This is an optimization exercise on Yosys and OpenROAD, whose aim is small area, a short achievable clock period and few clock cycles, not a production implementation.
Only simulation tests tie the RTL to the original design; equivalence was not proved.

==> flow/design.v (outline; a module is shown in full before it is edited, if it fits) <==
// module vedic_mul_seq: 924 lines
// module dsp_seq_core: 205 lines
module dsp_seq_core #(
  parameter int DATA_W     = 32,
  parameter int NREGS      = 16,
  parameter int IMEM_DEPTH = 64,
  parameter int NOUT       = 3
) (
  input  logic                          clk,
  input  logic                          rst,
  input  logic                          imem_we,
  input  logic [$clog2(IMEM_DEPTH)-1:0] imem_addr,
  input  logic [31:0]                   imem_wdata,
  input  logic                          start,
  output logic                          busy,
  output logic                          done,
  output logic                          err,
  output logic [NOUT*DATA_W-1:0]        out_data,
  output logic [NOUT-1:0]               out_valid
);
  // ...
==> flow/run.sh <==
#!/bin/bash
# synth_recipe.tcl (not shown) runs the flow's synth.tcl, then flattens the netlist and writes it again
# the make line also repeats each setting of config.mk as NAME=value (left out here)
make -C /OpenROAD-flow-scripts/flow DESIGN_CONFIG=/design/flow/config.mk WORK_HOME=/design/flow/orfs CLKGATE_MAP_FILE= SYNTH_SCRIPT=/design/flow/synth_recipe.tcl finish
==> flow/config.mk <==
export PLATFORM = sky130hd
export DESIGN_NAME = dsp_seq_core
export DESIGN_NICKNAME = dsp_seq_core
export VERILOG_FILES = /design/flow/design.v
export SDC_FILE = /design/flow/constraint.sdc
export NUM_CORES = 4
export LEC_CHECK = 0
export CAP_MARGIN = 20
export CORE_MARGIN = 2
export CORE_UTILIZATION = 45
export PLACE_DENSITY = 0.6
export SLEW_MARGIN = 20
==> flow/constraint.sdc <==
create_clock -name core_clock -period 12.0 [get_ports {clk}]
set_input_delay 2.4000 -clock core_clock [delete_from_list [all_inputs] [get_ports {clk}]]
set_output_delay 2.4000 -clock core_clock [all_outputs]
set_load 0.01 [all_outputs]
==> flow_summary.json, run 1 <==
{
  "outcome": "timing/DRC/antenna clean",
  "synthAdderAreaFrac": 0.0549,
  "largest_class": "registers",
  "syn_to_final_growth_pct": 12.6,
  "clock_latency_ps": 930,
  "rows": 180,
  "syn-num-nets": 8976,
  "signal_buffers": 463,
  "cts_inserted_buffers": 223,
  "nets": 8992,
  "clkbuf_count": 291,
  "fin_cells": 12000,
  "finalSetupViolCount": 0,
  "multi_input_area_share": 0.366,
  "gr-total-overflow": 0,
  "layout_common_cells": "edfxtp_1 (1,338), nand2_1 (849), o21ai_0 (779), dfrtp_1 (584), mux4_2 (437)",
  "use_met3": 0.105,
  "max_stage_delay_ps": 740,
  "netlist_instances": 8596,
  "seqCellArea_um2": 60500,
  "reg_top3": "mem (1280), rf (480), out_q (96)",
  "numClockSinks": 2205,
  "synth_edf_count": 1338,
  "grt-busiest-layer": "met1",
  "cp.depth": 24,
  "reg2reg_setup_slack_ps": 4380,
  "layout-drive-gt1-share": 0.159,
  "endpoint": "rq_dst[0]",
  "htreeDepth": 4,
  "synthTopCellsByArea": "edfxtp_1 (37%), dfrtp_1 (14%), mux4_2 (9.1%)",
  "dp_slack_ps": 4360,
  "worstMarginPinSlew_ps": 1260,
  "r2r-end": "rq_dst[0]",
  "antenna_cells": 17,
  "drc": 0,
  "grtUsageMet1": 0.480,
  "timing.fmax_mhz": 131,
  "die-height_um": 495,
  "yosysSeqAreaShare": 0.558,
  "async_flop_share": 0.266
}
Testbench counts, summed over its fixed seeds: cycles 8,755.
==> module dsp_seq_core, before the edit <==
module dsp_seq_core #(
  parameter int DATA_W     = 32,
  parameter int NREGS      = 16,
  parameter int IMEM_DEPTH = 64,
  parameter int NOUT       = 3
) (
  input  logic                          clk,
  input  logic                          rst,
  input  logic                          imem_we,
  input  logic [$clog2(IMEM_DEPTH)-1:0] imem_addr,
  input  logic [31:0]                   imem_wdata,
  input  logic                          start,
  output logic                          busy,
  output logic                          done,
  output logic                          err,
  output logic [NOUT*DATA_W-1:0]        out_data,
  output logic [NOUT-1:0]               out_valid
);
  localparam int AW = $clog2(IMEM_DEPTH);
  localparam int IW = dsp_pkg::IW;
  localparam logic [1:0] C_ALU = dsp_pkg::C_ALU;
  localparam logic [1:0] C_OUT = dsp_pkg::C_OUT;
  localparam logic [1:0] C_NOP = dsp_pkg::C_NOP;
  localparam logic [1:0] C_END = dsp_pkg::C_END;
  function automatic logic [1:0] mod3_16(input logic [15:0] v);
    logic [3:0] e, o;
    logic [4:0] s;
    e = '0;
    o = '0;
    for (int k = 0; k < 8; k++) begin
      e = e + 4'(v[2*k]);
      o = o + 4'(v[2*k+1]);
    end
    s = 5'(e) + {o, 1'b0};
    mod3_16 = 2'(s % 5'd3);
  endfunction
  function automatic logic [IW-1:0] encode(input logic [31:0] w);
    logic [5:0] op;
    logic [3:0] rs, rt, rd;
    op = w[dsp_pkg::OP_LSB +: 6];
    rs = w[dsp_pkg::RS_LSB +: 4];
    rt = w[dsp_pkg::RT_LSB +: 4];
    rd = w[dsp_pkg::RD_LSB +: 4];
    encode = {4'd0, C_NOP, 14'd0};
    if (op == dsp_pkg::OP_LI) begin
      if (rt != 4'd0) encode = {rt, w[15:0]};
    end else if (op == dsp_pkg::OP_ADD || op == dsp_pkg::OP_SUB ||
                 op == dsp_pkg::OP_MUL || op == dsp_pkg::OP_MAC) begin
      encode = {4'd0, C_ALU, 2'(op - dsp_pkg::OP_ADD), rs, rt, rd};
    end else if (op == dsp_pkg::OP_OUT) begin
      encode = {4'd0, C_OUT, 2'd0, rs, 6'd0, mod3_16(w[15:0])};
    end else if (op == dsp_pkg::OP_HALT) begin
      encode = {4'd0, C_END, 14'd0};
    end else if (op != dsp_pkg::OP_NOP) begin
      encode = {4'd0, C_END, 14'd1};
    end
  endfunction
  logic          pw_q;
  logic [AW-1:0] pa_q;
  logic [31:0]   pd_q;
  logic [IW-1:0] pw_word;
  logic [IW-1:0] mem [IMEM_DEPTH];
  logic          busy_q, done_q, err_q;
  always_ff @(posedge clk) begin
    pw_q <= imem_we && !busy_q;
    pa_q <= imem_addr;
    pd_q <= imem_wdata;
  end
  assign pw_word = encode(pd_q);
  always_ff @(posedge clk) if (pw_q) mem[pa_q] <= pw_word;
  logic [IW-1:0] w0_eff, w1_eff;
  assign w0_eff = (pw_q && pa_q == AW'(0)) ? pw_word : mem[0];
  assign w1_eff = (pw_q && pa_q == AW'(1)) ? pw_word : mem[1];
  logic [AW-1:0] pc_q;
  logic [IW-1:0] fq_q;
  logic [IW-1:0] dw;             
  logic [3:0]  rq_sa, rq_sb, rq_sc, rq_dst;
  logic        rq_li, rq_sub, rq_mul, rq_out, rq_end, rq_eerr, rq_wr;
  logic [1:0]  rq_ch;
  logic [15:0] rq_imm;
  logic        d_li, d_alu, d_out, d_end;
  assign dw    = busy_q ? fq_q : w0_eff;
  assign d_li  = dw[19:16] != 4'd0;
  assign d_alu = !d_li && dw[15:14] == C_ALU;
  assign d_out = !d_li && dw[15:14] == C_OUT;
  assign d_end = !d_li && dw[15:14] == C_END;
  logic fq_end, rq_last, stall, adv, fin, start_acc;
  assign fq_end    = fq_q[19:16] == 4'd0 && fq_q[15:14] == C_END;
  assign rq_last   = pc_q == AW'(1);    
  assign adv       = busy_q && !rq_end && !stall;
  assign fin       = busy_q && (rq_end || (!stall && (fq_end || rq_last)));
  assign start_acc = !busy_q && start && !imem_we;
  always_ff @(posedge clk) begin
    if (!busy_q || adv) begin
      rq_sa   <= (d_alu || d_out) ? dw[11:8] : 4'd0;
      rq_sb   <= d_alu ? dw[7:4] : 4'd0;
      rq_sc   <= (d_alu && dw[13:12] == 2'd3) ? dw[3:0] : 4'd0;
      rq_dst  <= d_li ? dw[19:16] : (d_alu ? dw[3:0] : 4'd0);
      rq_wr   <= d_li || (d_alu && dw[3:0] != 4'd0);
      rq_li   <= d_li;
      rq_sub  <= d_alu && dw[13:12] == 2'd1;
      rq_mul  <= d_alu && dw[13];
      rq_out  <= d_out;
      rq_end  <= d_end;
      rq_eerr <= dw[0];
      rq_ch   <= dw[1:0];
      rq_imm  <= dw[15:0];
    end
    if (!busy_q) begin
      fq_q <= w1_eff;
      pc_q <= AW'(2);
    end else if (adv) begin
      fq_q <= mem[pc_q];
      pc_q <= pc_q + 1'b1;
    end
  end
  logic [31:0] rf [1:15];
  logic        wb_aw, wb_mw, wb_we;
  logic [3:0]  wb_dst;
  logic [31:0] wb_res, wb_val, mul_p;
  logic        ex_aw, ex_mw, ex_sub;
  logic [3:0]  ex_dst;
  logic [31:0] ex_a, ex_b, ex_c, alu;
  logic [15:0] ex_one, ex_two, ex_neg;
  function automatic logic [31:0] rf_rd(input logic [3:0] s);
    rf_rd = '0;
    for (int i = 1; i < 16; i++) if (s == 4'(i)) rf_rd = rf[i];
  endfunction
  function automatic logic [31:0] fwd(input logic [3:0] s);
    if (ex_aw && ex_dst == s) fwd = alu;
    else if (wb_we && wb_dst == s) fwd = wb_val;
    else fwd = rf_rd(s);
  endfunction
  logic [31:0] op_a, op_b, op_c;
  logic [15:0] b_one, b_two, b_neg;
  assign op_a = fwd(rq_sa);
  assign op_b = rq_li ? {{16{rq_imm[15]}}, rq_imm} : fwd(rq_sb);
  assign op_c = fwd(rq_sc);
  assign stall = ex_mw && (rq_sa == ex_dst || rq_sb == ex_dst || rq_sc == ex_dst);
  always_comb begin
    for (int k = 0; k < 16; k++) begin
      logic b2, b1, b0;
      b2 = op_b[2*k+1];
      b1 = op_b[2*k];
      b0 = (k == 0) ? 1'b0 : op_b[2*k-1];
      b_one[k] = b1 ^ b0;
      b_two[k] = (b2 & ~b1 & ~b0) | (~b2 & b1 & b0);
      b_neg[k] = b2;
    end
  end
  always_ff @(posedge clk) begin
    ex_dst <= rq_dst;
    ex_sub <= rq_sub;
    ex_a   <= op_a;
    ex_b   <= op_b;
    ex_c   <= op_c;
    ex_one <= b_one;
    ex_two <= b_two;
    ex_neg <= b_neg;
    wb_dst <= ex_dst;
    wb_res <= alu;
  end
  assign alu = ex_a + (ex_b ^ {32{ex_sub}}) + 32'(ex_sub);
  vedic_mul_seq u_mul (
    .clk(clk), .a(ex_a), .one(ex_one), .two(ex_two), .neg(ex_neg), .c(ex_c), .p(mul_p)
  );
  assign wb_we  = wb_aw || wb_mw;
  assign wb_val = wb_mw ? mul_p : wb_res;
  logic [NOUT*DATA_W-1:0] out_q;
  logic [NOUT-1:0] ov_q;
  always_ff @(posedge clk or posedge rst) begin
    if (rst) begin
      busy_q <= 1'b0;
      done_q <= 1'b0;
      err_q  <= 1'b0;
      ex_aw  <= 1'b0;
      ex_mw  <= 1'b0;
      wb_aw  <= 1'b0;
      wb_mw  <= 1'b0;
      out_q  <= '0;
      ov_q   <= '0;
      for (int i = 1; i < 16; i++) rf[i] <= '0;
    end else begin
      busy_q <= busy_q ? !fin : start_acc;
      done_q <= fin;
      if (start_acc) err_q <= 1'b0;
      else if (fin) err_q <= rq_end ? rq_eerr : (rq_last || fq_q[0]);
      ex_aw <= adv && rq_wr && !rq_mul;
      ex_mw <= adv && rq_wr && rq_mul;
      wb_aw <= ex_aw;
      wb_mw <= ex_mw;
      ov_q  <= '0;
      if (adv && rq_out) begin
        ov_q <= NOUT'(1) << rq_ch;
        out_q[rq_ch*DATA_W +: DATA_W] <= op_a;
      end
      if (wb_we) rf[wb_dst] <= wb_val;
    end
  end
  assign busy = busy_q;
  assign done = done_q;
  assign err = err_q;
  assign out_data = out_q;
  assign out_valid = ov_q;
endmodule
==> inputs of run 2 (changes only) <==
--- a/flow/design.v
+++ b/flow/design.v
@@ -966,17 +966,23 @@
   localparam logic [1:0] C_OUT = dsp_pkg::C_OUT;
   localparam logic [1:0] C_NOP = dsp_pkg::C_NOP;
   localparam logic [1:0] C_END = dsp_pkg::C_END;
+  function automatic logic [2:0] add_mod3(input logic [2:0] x, input logic [2:0] y);
+    add_mod3[0] = (x[0] & y[0]) | (x[1] & y[2]) | (x[2] & y[1]);
+    add_mod3[1] = (x[0] & y[1]) | (x[1] & y[0]) | (x[2] & y[2]);
+    add_mod3[2] = (x[0] & y[2]) | (x[2] & y[0]) | (x[1] & y[1]);
+  endfunction
   function automatic logic [1:0] mod3_16(input logic [15:0] v);
-    logic [3:0] e, o;
-    logic [4:0] s;
-    e = '0;
-    o = '0;
+    logic [2:0] r [8];
+    logic [2:0] q [4];
+    logic [2:0] t;
     for (int k = 0; k < 8; k++) begin
-      e = e + 4'(v[2*k]);
-      o = o + 4'(v[2*k+1]);
-    end
-    s = 5'(e) + {o, 1'b0};
-    mod3_16 = 2'(s % 5'd3);
+      r[k][0] = v[2*k+1] == v[2*k];
+      r[k][1] = !v[2*k+1] && v[2*k];
+      r[k][2] = v[2*k+1] && !v[2*k];
+    end
+    for (int k = 0; k < 4; k++) q[k] = add_mod3(r[2*k], r[2*k+1]);
+    t = add_mod3(add_mod3(q[0], q[1]), add_mod3(q[2], q[3]));
+    mod3_16 = {t[2], t[1]};
   endfunction
   function automatic logic [IW-1:0] encode(input logic [31:0] w);
     logic [5:0] op;
@@ -1012,33 +1018,54 @@
   end
   assign pw_word = encode(pd_q);
   always_ff @(posedge clk) if (pw_q) mem[pa_q] <= pw_word;
-  logic [IW-1:0] w0_eff, w1_eff;
-  assign w0_eff = (pw_q && pa_q == AW'(0)) ? pw_word : mem[0];
-  assign w1_eff = (pw_q && pa_q == AW'(1)) ? pw_word : mem[1];
+  logic w01_busy;
+  assign w01_busy = pw_q && pa_q[AW-1:1] == '0;
   logic [AW-1:0] pc_q;
+  logic [IW-1:0] mem_rd;
+  always_comb begin
+    mem_rd = '0;
+    for (int i = 0; i < IMEM_DEPTH; i++) mem_rd = mem_rd | (mem[i] & {IW{pc_q == AW'(i)}});
+  end
   logic [IW-1:0] fq_q;
   logic [IW-1:0] dw;             
+  logic          rq_v;           
   logic [3:0]  rq_sa, rq_sb, rq_sc, rq_dst;
   logic        rq_li, rq_sub, rq_mul, rq_out, rq_end, rq_eerr, rq_wr;
   logic [1:0]  rq_ch;
   logic [15:0] rq_imm;
   logic        d_li, d_alu, d_out, d_end;
-  assign dw    = busy_q ? fq_q : w0_eff;
+  assign dw    = (busy_q && rq_v) ? fq_q : mem[0];
   assign d_li  = dw[19:16] != 4'd0;
   assign d_alu = !d_li && dw[15:14] == C_ALU;
   assign d_out = !d_li && dw[15:14] == C_OUT;
   assign d_end = !d_li && dw[15:14] == C_END;
-  logic fq_end, rq_last, stall, adv, fin, start_acc;
+  logic fq_end, fq_last, rq_last, mr_end, fq_safe, stall, adv, fin_b, fin_c, fin, start_acc;
+  logic [3:0] d_sa, d_sb, d_sc;
+  assign d_sa      = (d_alu || d_out) ? dw[11:8] : 4'd0;
+  assign d_sb      = d_alu ? dw[7:4] : 4'd0;
+  assign d_sc      = (d_alu && dw[13:12] == 2'd3) ? dw[3:0] : 4'd0;
   assign fq_end    = fq_q[19:16] == 4'd0 && fq_q[15:14] == C_END;
+  assign mr_end    = mem_rd[19:16] == 4'd0 && mem_rd[15:14] == C_END;
+  assign fq_last   = pc_q == AW'(0);    
   assign rq_last   = pc_q == AW'(1);    
-  assign adv       = busy_q && !rq_end && !stall;
-  assign fin       = busy_q && (rq_end || (!stall && (fq_end || rq_last)));
+  logic f_alu, f_out;
+  logic [3:0] f_sa, f_sb, f_sc;
+  assign f_alu     = fq_q[19:16] == 4'd0 && fq_q[15:14] == C_ALU;
+  assign f_out     = fq_q[19:16] == 4'd0 && fq_q[15:14] == C_OUT;
+  assign f_sa      = (f_alu || f_out) ? fq_q[11:8] : 4'd0;
+  assign f_sb      = f_alu ? fq_q[7:4] : 4'd0;
+  assign f_sc      = (f_alu && fq_q[13:12] == 2'd3) ? fq_q[3:0] : 4'd0;
+  assign fq_safe   = !f_out && !(rq_mul && rq_wr && (f_sa == rq_dst || f_sb == rq_dst || f_sc == rq_dst));
+  assign adv       = rq_v && !rq_end && !stall;
+  assign fin_c     = busy_q && ((rq_v && rq_end) || (adv && (fq_end || rq_last)));
+  assign fin_b     = busy_q && adv && !fq_end && !rq_last && (mr_end || fq_last) && fq_safe;
+  assign fin       = fin_c || fin_b;
   assign start_acc = !busy_q && start && !imem_we;
   always_ff @(posedge clk) begin
-    if (!busy_q || adv) begin
-      rq_sa   <= (d_alu || d_out) ? dw[11:8] : 4'd0;
-      rq_sb   <= d_alu ? dw[7:4] : 4'd0;
-      rq_sc   <= (d_alu && dw[13:12] == 2'd3) ? dw[3:0] : 4'd0;
+    if (!busy_q || !rq_v || adv) begin
+      rq_sa   <= d_sa;
+      rq_sb   <= d_sb;
+      rq_sc   <= d_sc;
       rq_dst  <= d_li ? dw[19:16] : (d_alu ? dw[3:0] : 4'd0);
       rq_wr   <= d_li || (d_alu && dw[3:0] != 4'd0);
       rq_li   <= d_li;
@@ -1050,15 +1077,16 @@
       rq_ch   <= dw[1:0];
       rq_imm  <= dw[15:0];
     end
-    if (!busy_q) begin
-      fq_q <= w1_eff;
+    if (!busy_q || !rq_v) begin
+      fq_q <= mem[1];
       pc_q <= AW'(2);
     end else if (adv) begin
-      fq_q <= mem[pc_q];
+      fq_q <= mem_rd;
       pc_q <= pc_q + 1'b1;
     end
   end
   logic [31:0] rf [1:15];
+  logic [15:1] rf_v;
   logic        wb_aw, wb_mw, wb_we;
   logic [3:0]  wb_dst;
   logic [31:0] wb_res, wb_val, mul_p;
@@ -1068,7 +1096,7 @@
   logic [15:0] ex_one, ex_two, ex_neg;
   function automatic logic [31:0] rf_rd(input logic [3:0] s);
     rf_rd = '0;
-    for (int i = 1; i < 16; i++) if (s == 4'(i)) rf_rd = rf[i];
+    for (int i = 1; i < 16; i++) if (s == 4'(i) && rf_v[i]) rf_rd = rf[i];
   endfunction
   function automatic logic [31:0] fwd(input logic [3:0] s);
     if (ex_aw && ex_dst == s) fwd = alu;
@@ -1115,6 +1143,7 @@
   always_ff @(posedge clk or posedge rst) begin
     if (rst) begin
       busy_q <= 1'b0;
+      rq_v   <= 1'b0;
       done_q <= 1'b0;
       err_q  <= 1'b0;
       ex_aw  <= 1'b0;
@@ -1123,12 +1152,14 @@
       wb_mw  <= 1'b0;
       out_q  <= '0;
       ov_q   <= '0;
-      for (int i = 1; i < 16; i++) rf[i] <= '0;
+      rf_v   <= '0;
     end else begin
       busy_q <= busy_q ? !fin : start_acc;
+      rq_v   <= busy_q ? (!rq_v || !fin_c) : (start_acc && !w01_busy);
       done_q <= fin;
       if (start_acc) err_q <= 1'b0;
-      else if (fin) err_q <= rq_end ? rq_eerr : (rq_last || fq_q[0]);
+      else if (fin_c) err_q <= rq_end ? rq_eerr : (rq_last || fq_q[0]);
+      else if (fin_b) err_q <= fq_last || mem_rd[0];
       ex_aw <= adv && rq_wr && !rq_mul;
       ex_mw <= adv && rq_wr && rq_mul;
       wb_aw <= ex_aw;
@@ -1138,9 +1169,10 @@
         ov_q <= NOUT'(1) << rq_ch;
         out_q[rq_ch*DATA_W +: DATA_W] <= op_a;
       end
-      if (wb_we) rf[wb_dst] <= wb_val;
+      if (wb_we) rf_v[wb_dst] <= 1'b1;
     end
   end
+  always_ff @(posedge clk) if (wb_we) rf[wb_dst] <= wb_val;
   assign busy = busy_q;
   assign done = done_q;
   assign err = err_q;
==> flow/flow/run.sh (new file) <==
#!/bin/bash
set -euo pipefail
bash standard.sh SETUP_SLACK_MARGIN=8 finish > standard_flow.log 2>&1
==> flow/standard.sh (new file) <==
#!/bin/bash
# synth_recipe.tcl (not shown) runs the flow's synth.tcl, then flattens the netlist and writes it again
# the make line also repeats each setting of config.mk as NAME=value (left out here)
make -C /OpenROAD-flow-scripts/flow DESIGN_CONFIG=/design/flow/config.mk WORK_HOME=/design/flow/orfs CLKGATE_MAP_FILE= SYNTH_SCRIPT=/design/flow/synth_recipe.tcl "${@:-finish}"
removed: flow/run.sh
==> flow_summary.json, run 2 <==
{
  "crit_arrival_ps": 5130,
  "reg_top3": "mem (1280), rf (480), out_q (96)",
  "whs_ps": 322,
  "reg2reg_depth": 16,
  "ys_types": 95,
  "place_inst": 10800,
  "startpoint_type": "register",
  "grt_setup_unrepaired": "yes",
  "numClockSinks": 2215,
  "setup_tns_ps": 0,
  "timing.rr.start": "ex_two[0]",
  "cap_violations": 0,
  "layout_min_cycle_time_ps": 4370,
  "async_flop_share": 0.0551,
  "synth_edf_count": 1818,
  "cp_max_fo": 3,
  "drt_first_pass_iters": 13,
  "grt_max_degree": 75,
  "wire_per_inst_um": 39.0,
  "final_common_cell": "edfxtp_1",
  "place.gp.congestion": 0.978,
  "r2r-end": "u_mul.mid_q[62]",
  "synth_top_cell_by_area": "edfxtp_1",
  "fin_cells": 11300,
  "clockRootBuffer": "clkbuf_16",
  "gr-total-overflow": 0,
  "worstMarginPinSlew_ps": 1290,
  "port-buffer-count": 141,
  "io_pins": 144,
  "synth_common_cells": "edfxtp_1 (1,818), a22oi_1 (1,007), nor2_1 (495), clkbuf_1 (443), nand2_1 (397)",
  "antenna_found_initial": 27,
  "synth_top_flop_cell": "edfxtp_1",
  "synth.most_common_cell": "edfxtp_1",
  "layout-drive-gt1-share": 0.160,
  "yosysTopAreaCellShare": 0.538,
  "drc": 0,
  "slew_violations": 0,
  "cp-startpoint": "ex_two[0]",
  "die-height_um": 479,
  "yosys_warnings": 4,
  "avgSynthCellArea_um2": 12.9,
  "viasPerCell": 7.10,
  "drtAntennaViolNets": 0,
  "outcome": "timing/DRC/antenna clean",
  "initial_core_util": 0.452,
  "layout_common_cells": "edfxtp_1 (1,818), a22oi_1 (967), nand2_1 (389), buf_4 (381), nor2_1 (365)",
  "regMostFlops": "mem",
  "nets": 8518,
  "cts_inserted_buffers": 228,
  "largest_reg_flops": 1280,
  "endpoint": "u_mul.mid_q[62]",
  "required_ps": 12760,
  "rows": 174,
  "htreeDepth": 4,
  "cts_hold_buf": 0,
  "hold_viol_final": 0,
  "yosysSeqAreaShare": 0.622,
  "dieArea_um2": 229000,
  "core_um2": 224000,
  "grt_pass1_vias": 73300,
  "clk_path_buf_depth": 3,
  "relSlewSlack": 0.142,
  "grt_pass1_wl_mm": 598,
  "syn-num-nets": 8224,
  "clock_latency_ps": 950,
  "netlist_instances": 7835,
  "fp.dieW_um": 479,
  "finalWirelength_mm": 442,
  "critPathKind": "register to register",
  "dr_total_vias": 80400,
  "timing.fmax_mhz": 229,
  "clk_pin_slew_ps": 70,
  "holdPathStages": 0,
  "drt_iter0_drc": 18100,
  "finalSetupViolCount": 0,
  "endpoint_kind": "register",
  "post-dp-hpwl_mm": 273,
  "grt_usage": 0.374,
  "timing.final.crit_share": 0.364,
  "ys_ff_latch": 2215,
  "reg2reg_setup_slack_ps": 7630,
  "cts_tree": "built",
  "worst_hold_path_type": "register to register",
  "skew_ps": 107,
  "netlist_area_um2": 101000,
  "synthTopCellsByArea": "edfxtp_1 (54%), a22oi_1 (7.5%), dfxtp_1 (5.4%)",
  "syn_to_final_growth_pct": 17.3
}
## run 2: cell count changes in the layout (fill, tap and decap cells not counted), moves of 97 or more
cell             change
edfxtp_1           +480
mux4_2             -437
nand4_1            +100
dfrtp_1            -475
o21ai_0            -600
a22oi_1            +561
a21oi_1            -165
nand2_1            -460
a222oi_1            +97
clkdlybuf4s50_1    -102
## run 2: layout make-up
cell class              instances  area, um^2
inverters                     281        1070
flip-flops and latches       2215       63300
repair buffers                607        5750
well taps                    2992        3740
fillers                     18600      105000
multi-input cells            4796       37200
diodes                          9        22.5
clock inverters               129        1710
clock buffers                 296        6130
## run 2: how the worst min path moves through the flow
stage	startpoint	to	slack, ps
global placement	ex_c[0]	u_mul.mid_q[0]	320
detailed placement	ex_c[0]	u_mul.mid_q[0]	320
CTS	ex_c[0]	u_mul.mid_q[0]	330
global route	ex_c[0]	u_mul.mid_q[0]	340
finish	ex_c[0]	u_mul.mid_q[0]	320
floorplan	ex_c[0]	u_mul.mid_q[0]	310
## run 2: layer usage
| layer | global-route usage | up-vias | routed length, um |
|---|---|---|---|
| met1 | 0.522 | 39800 | 160000 |
| met5 | 0.00891 | - | 437 |
| met2 | 0.506 | 7999 | 175000 |
| li1 | - | 31100 | - |
| met3 | 0.149 | 1472 | 79600 |
| met4 | 0.173 | 30 | 27000 |
## run 2: logic make-up (layout without fill, tap and decap cells)
group / count (synthesis) / count (layout) / share of synthesized area
compound gates: 2320 / 2320 / 0.167
xor+xnor: 435 / 435 / 0.0376
fa+ha+maj: 347 / 347 / 0.0591
buf+inv: 824 / 1313 / 0.0309
flops: 2215 / 2215 / 0.622
mux: 45 / 45 / 0.00476
other cells: 0 / 9 / 0
simple gates: 1649 / 1649 / 0.0785
## run 2: stage by stage
step / util / cell area, um^2 / worst slack [ps]
2_1_floorplan: - / 102000 / 7840
3_3_place_gp: 0.481 / 108000 / 7180
3_5_place_dp: 0.481 / 108000 / 7130
4_1_cts: 0.523 / 117000 / 7650
5_1_grt: 0.530 / 119000 / 7450
6_report: 0.530 / 119000 / 7630
## run 2: worst max-delay path, stage by stage (launching register included)
cell	delay, ps
dfxtp_4	350
buf_12	130
a22oi_2	160
xor2_1	240
fa_1	490
fa_1	540
inv_2	50
fa_1	470
inv_1	60
fa_1	470
fa_2	350
xor2_1	170
xnor2_1	210
xnor2_1	170
xnor2_1	160
xnor2_1	150
xnor2_1	90
## run 2: timing repair
item,4_1_cts,5_1_grt
gates resized for setup,519,226
cloned,10,2
setup endpoints to repair,350,183
setup buffers,36,66
pin swaps,45,61
Testbench counts of run 2, summed over its fixed seeds: cycles 8,594.

## static timing again, ports no longer ideal
No port has a modelled driver above. Below, the same layouts with a new extraction and two added sets of constraints. Step 1 sets driving cells, clkbuf_16 on the clock port and buf_2 on the other inputs (assumed; they add their load-dependent delay and slew). Step 2, shift: input delay + t, output delay - t, t = (earliest + latest rising clock arrival at the registers) / 2. This alone moves slack from input paths to output paths. Three values: no drivers, after step 1, after step 2; two values: the first two.
run	shift t [ns]	slack for setup (ns)	worst hold slack (ns)	worst register clock-pin slew, ns	cell pins on the clock port's net
run 1	0.983	4.384 / 4.384 / 4.384	0.336 / 0.336 / 0.336	0.07 / 0.07	1
run 2	0.994	7.630 / 7.630 / 7.350	0.322 / 0.322 / 0.322	0.07 / 0.07	1
After both steps every run listed still meets setup and hold. The setup slack of run 2, which loses most, moves by 0.000 ns with the drivers and by -0.280 ns with both steps. The worst setup slack also covers recovery checks on asynchronous resets.
